This is an optimization exercise on Yosys and OpenROAD, whose aim is small area, not a production implementation.
Function was checked by simulation only, so behaviour that the tests miss may differ from the original.

## alpha
==> flow/design.v (excerpt) <==
module bi_link_top (
    input  logic                      clk,
    input  logic                      rst_n,
    input  logic [bi_pkg::DATA_W-1:0] in_data_i,
    input  logic                      in_valid_i,
    output logic                      in_ready_o,
    output logic [bi_pkg::DATA_W-1:0] out_data_o,
    output logic                      out_valid_o,
    input  logic                      out_ready_i,
    output bi_pkg::link_word_t        link_o,
    input  logic                      stat_req_i,
    output logic                      stat_valid_o,
    output logic [bi_pkg::BIN_W-1:0]  stat_bin_o,
    output logic [bi_pkg::SUM_W-1:0]  stat_sum_o
);
For scale: roughly 1900 cells after synthesis, roughly 450 flip-flops, roughly 140 I/O pins.
clock: 12.0 ns
lec_check: 0
abc_area: 1
cap_margin: 20
core_margin: 2
core_utilization: 40
cts_buf_list: sky130_fd_sc_hd__clkbuf_16
cts_cluster_diameter: 50
cts_cluster_size: 18
slew_margin: 20
run.sh (not shown) runs the stock make flow with config.mk's settings and CLKGATE_MAP_FILE= SYNTH_SCRIPT=/design/flow/synth_recipe.tcl, a recipe that flattens the netlist after the stock synthesis.
alpha reached the end of the flow, and the finished layout is clean on the timing, DRC and antenna checks.
Here is what was changed in the inputs of beta compared with alpha.
- CTS_CLUSTER_DIAMETER no longer set, was 50
- CORE_UTILIZATION now 60, was 40
- SLEW_MARGIN now 0, was 20
- CTS_BUF_LIST no longer set, was sky130_fd_sc_hd__clkbuf_16
- CAP_MARGIN now 0, was 20
- CTS_CLUSTER_SIZE no longer set, was 18
==> flow/flow/run.sh (new file) <==
#!/bin/bash
# Standard layout with two changes: the port buffers use the smallest buffer
# cell, and clock tree synthesis uses larger sink clusters without dummy loads.
set -euo pipefail
export BUFFER_PORTS_ARGS="-buffer_cell sky130_fd_sc_hd__buf_1"
export CTS_ARGS="-sink_clustering_enable -repair_clock_nets -sink_clustering_size 30 -sink_clustering_max_diameter 80 -buf_list sky130_fd_sc_hd__clkbuf_16 -dont_use_dummy_load"
bash standard.sh > standard.log 2>&1
==> flow/standard.sh (new file) <==
#!/bin/bash
# synth_recipe.tcl (not shown) runs the flow's synth.tcl, then flattens the netlist and writes it again
# the make line also repeats each setting of config.mk as NAME=value (left out here)
make -C /OpenROAD-flow-scripts/flow DESIGN_CONFIG=/design/flow/config.mk WORK_HOME=/design/flow/orfs CLKGATE_MAP_FILE= SYNTH_SCRIPT=/design/flow/synth_recipe.tcl "${@:-finish}"
removed: flow/run.sh
### Flow results
Summary: with alpha as the reference, wire length of the first global-routing pass in beta moved down slightly. Looking only at CTS buffer count, and setting everything else aside, the lower value of beta and alpha goes to beta. Looking at sequential share of cell area across beta and alpha, the one that comes out higher is beta. On beta: post-layout minimum cycle time is 0.025 ns lower than what alpha gave. Routed wire length per instance (beta / alpha): 1.07.
### beta -> gamma
- changing SLEW_MARGIN from 0 to 20
- changing CAP_MARGIN from 0 to 20
- changing CORE_UTILIZATION from 60 to 40
### Flow results
Die extent in y, gamma and beta: smaller value in beta
gamma: final cell count 241 above beta
NOTE number of DRC markers in iteration 0 beta->gamma decreased by more than 10%
From beta to gamma the numbers moved as follows: simple-gate share of the synthesized area closely matched the old numbers, global-route wire length before repair moved down.
On relative area change from synthesis to final layout, the higher figure sits with gamma, not beta.
Going from beta to gamma, final area now larger, buffer count excluding the clock tree in the final layout rose 4, met3 track utilization from global routing has decreased, met1 layer wirelength in the final routing went down by 850 um.
Edits applied to the flow inputs when going from gamma to delta:
==> flow/flow/run.sh <==
#!/bin/bash
# Standard layout with two changes: the port buffers use the smallest buffer
# cell, and clock tree synthesis uses larger sink clusters without dummy loads.
set -euo pipefail
export BUFFER_PORTS_ARGS="-buffer_cell sky130_fd_sc_hd__buf_1"
export CTS_ARGS="-sink_clustering_enable -repair_clock_nets -sink_clustering_size 24 -sink_clustering_max_diameter 60 -buf_list sky130_fd_sc_hd__clkbuf_16 -dont_use_dummy_load"
bash standard.sh > standard.log 2>&1
Going from gamma to delta, final core utilization now sits higher; count of clock-buffer cells in the layout now sits higher; proportion of cell area spent on the clock network now sits higher; number of standard cells in the final layout excluding fillers now sits higher. gamma -> delta: flip-flop and latch count delta 0, exact match.

Another version of the RTL of bi_link_top (not shown whole).
Size in the first run: ~1400 cells after synthesis, ~20000 um^2 of cells after synthesis.
export LEC_CHECK = 0
export ABC_AREA = 1
export CAP_MARGIN = 0
export CORE_MARGIN = 2
export CORE_UTILIZATION = 75
export GPL_TIMING_DRIVEN = 0
export SLEW_MARGIN = 0
create_clock -name core_clock -period 12.0 [get_ports {clk}]
standard.sh (not shown) runs the stock make flow with config.mk's settings and CLKGATE_MAP_FILE= SYNTH_SCRIPT=/design/flow/synth_recipe.tcl, a recipe that flattens the netlist after the stock synthesis.
==> flow/flow/run.sh <==
#!/bin/bash
# Standard layout with three changes:
#  - synthesis maps the logic with an area-oriented ABC script (flow/abc_area.script);
#    everything else in synthesis, registers included, is the standard synthesis
#  - the port buffers use the smallest buffer cell
#  - clock tree synthesis uses larger sink clusters and no dummy loads
set -euo pipefail
W=$(pwd)
# the standard synthesis script, with only the ABC script swapped
sed "s|^source \$::env(SCRIPTS_DIR)/synth_preamble.tcl|&\nset abc_args [lreplace \$abc_args 1 1 $W/flow/abc_area.script]|" \
    "$FLOW_HOME/scripts/synth.tcl" > "$W/area_synth_body.tcl"
grep -q "abc_area.script\]" "$W/area_synth_body.tcl"
sed "s|source \$::env(SCRIPTS_DIR)/synth.tcl|source $W/area_synth_body.tcl|" "$W/synth_recipe.tcl" > "$W/area_synth.tcl"
grep -q "area_synth_body.tcl" "$W/area_synth.tcl"
sed "s|SYNTH_SCRIPT=[^ ]*|SYNTH_SCRIPT=$W/area_synth.tcl|" "$W/standard.sh" > "$W/area_standard.sh"
grep -q "SYNTH_SCRIPT=$W/area_synth.tcl" "$W/area_standard.sh"
export BUFFER_PORTS_ARGS="-buffer_cell sky130_fd_sc_hd__buf_1"
export CTS_ARGS="-sink_clustering_enable -repair_clock_nets -sink_clustering_size 30 -sink_clustering_max_diameter 80 -buf_list sky130_fd_sc_hd__clkbuf_16 -dont_use_dummy_load"
bash "$W/area_standard.sh" > "$W/standard.log" 2>&1
==> flow/flow/abc_area.script <==
strash
&get -n
&fraig -x
&put
dc2
strash
&get -n
&dch -f
&nf -a -p -R 1000
&put
topo
dnsize -c
Next try:
CORE_UTILIZATION = 65   (was 75)
GPL_TIMING_DRIVEN = default   (was 0)
What happened:
- The new run ran to the end with no violations
- wire length went down by 2.0%
- setup slack gains 0.39 ns
- global-route usage decreases by 4.9 points
- register-to-register slack improved by 0.39 ns

-- re-timing with driven ports --
Ports are ideal in the flow. The routed layouts listed here were re-timed in OpenROAD. Step 1 assumes that a clkbuf_16 drives the clock port and a buf_2 every other input. Step 2, shift: input delay + t, output delay - t, t = (earliest + latest rising clock arrival at the registers) / 2. This alone moves slack from input paths to output paths. a / b / c = no drivers / after step 1 / after step 2; a / b = the first two.
run | t (ns) | setup slack, ns | pins driven straight from the clock port
alpha | 0.631 | 2.758 / 2.758 / 2.758 | 1
beta | 0.595 | 2.783 / 2.783 / 2.783 | 1
gamma | 0.602 | 2.652 / 2.652 / 2.652 | 1
delta | 0.577 | 2.619 / 2.619 / 2.619 | 1
the first run of note 2 | 0.573 | 2.641 / 2.641 / 2.641 | 1
the second run of note 2 | 0.576 | 3.029 / 3.029 / 3.029 | 1
After both steps setup and hold are still met in every run listed.
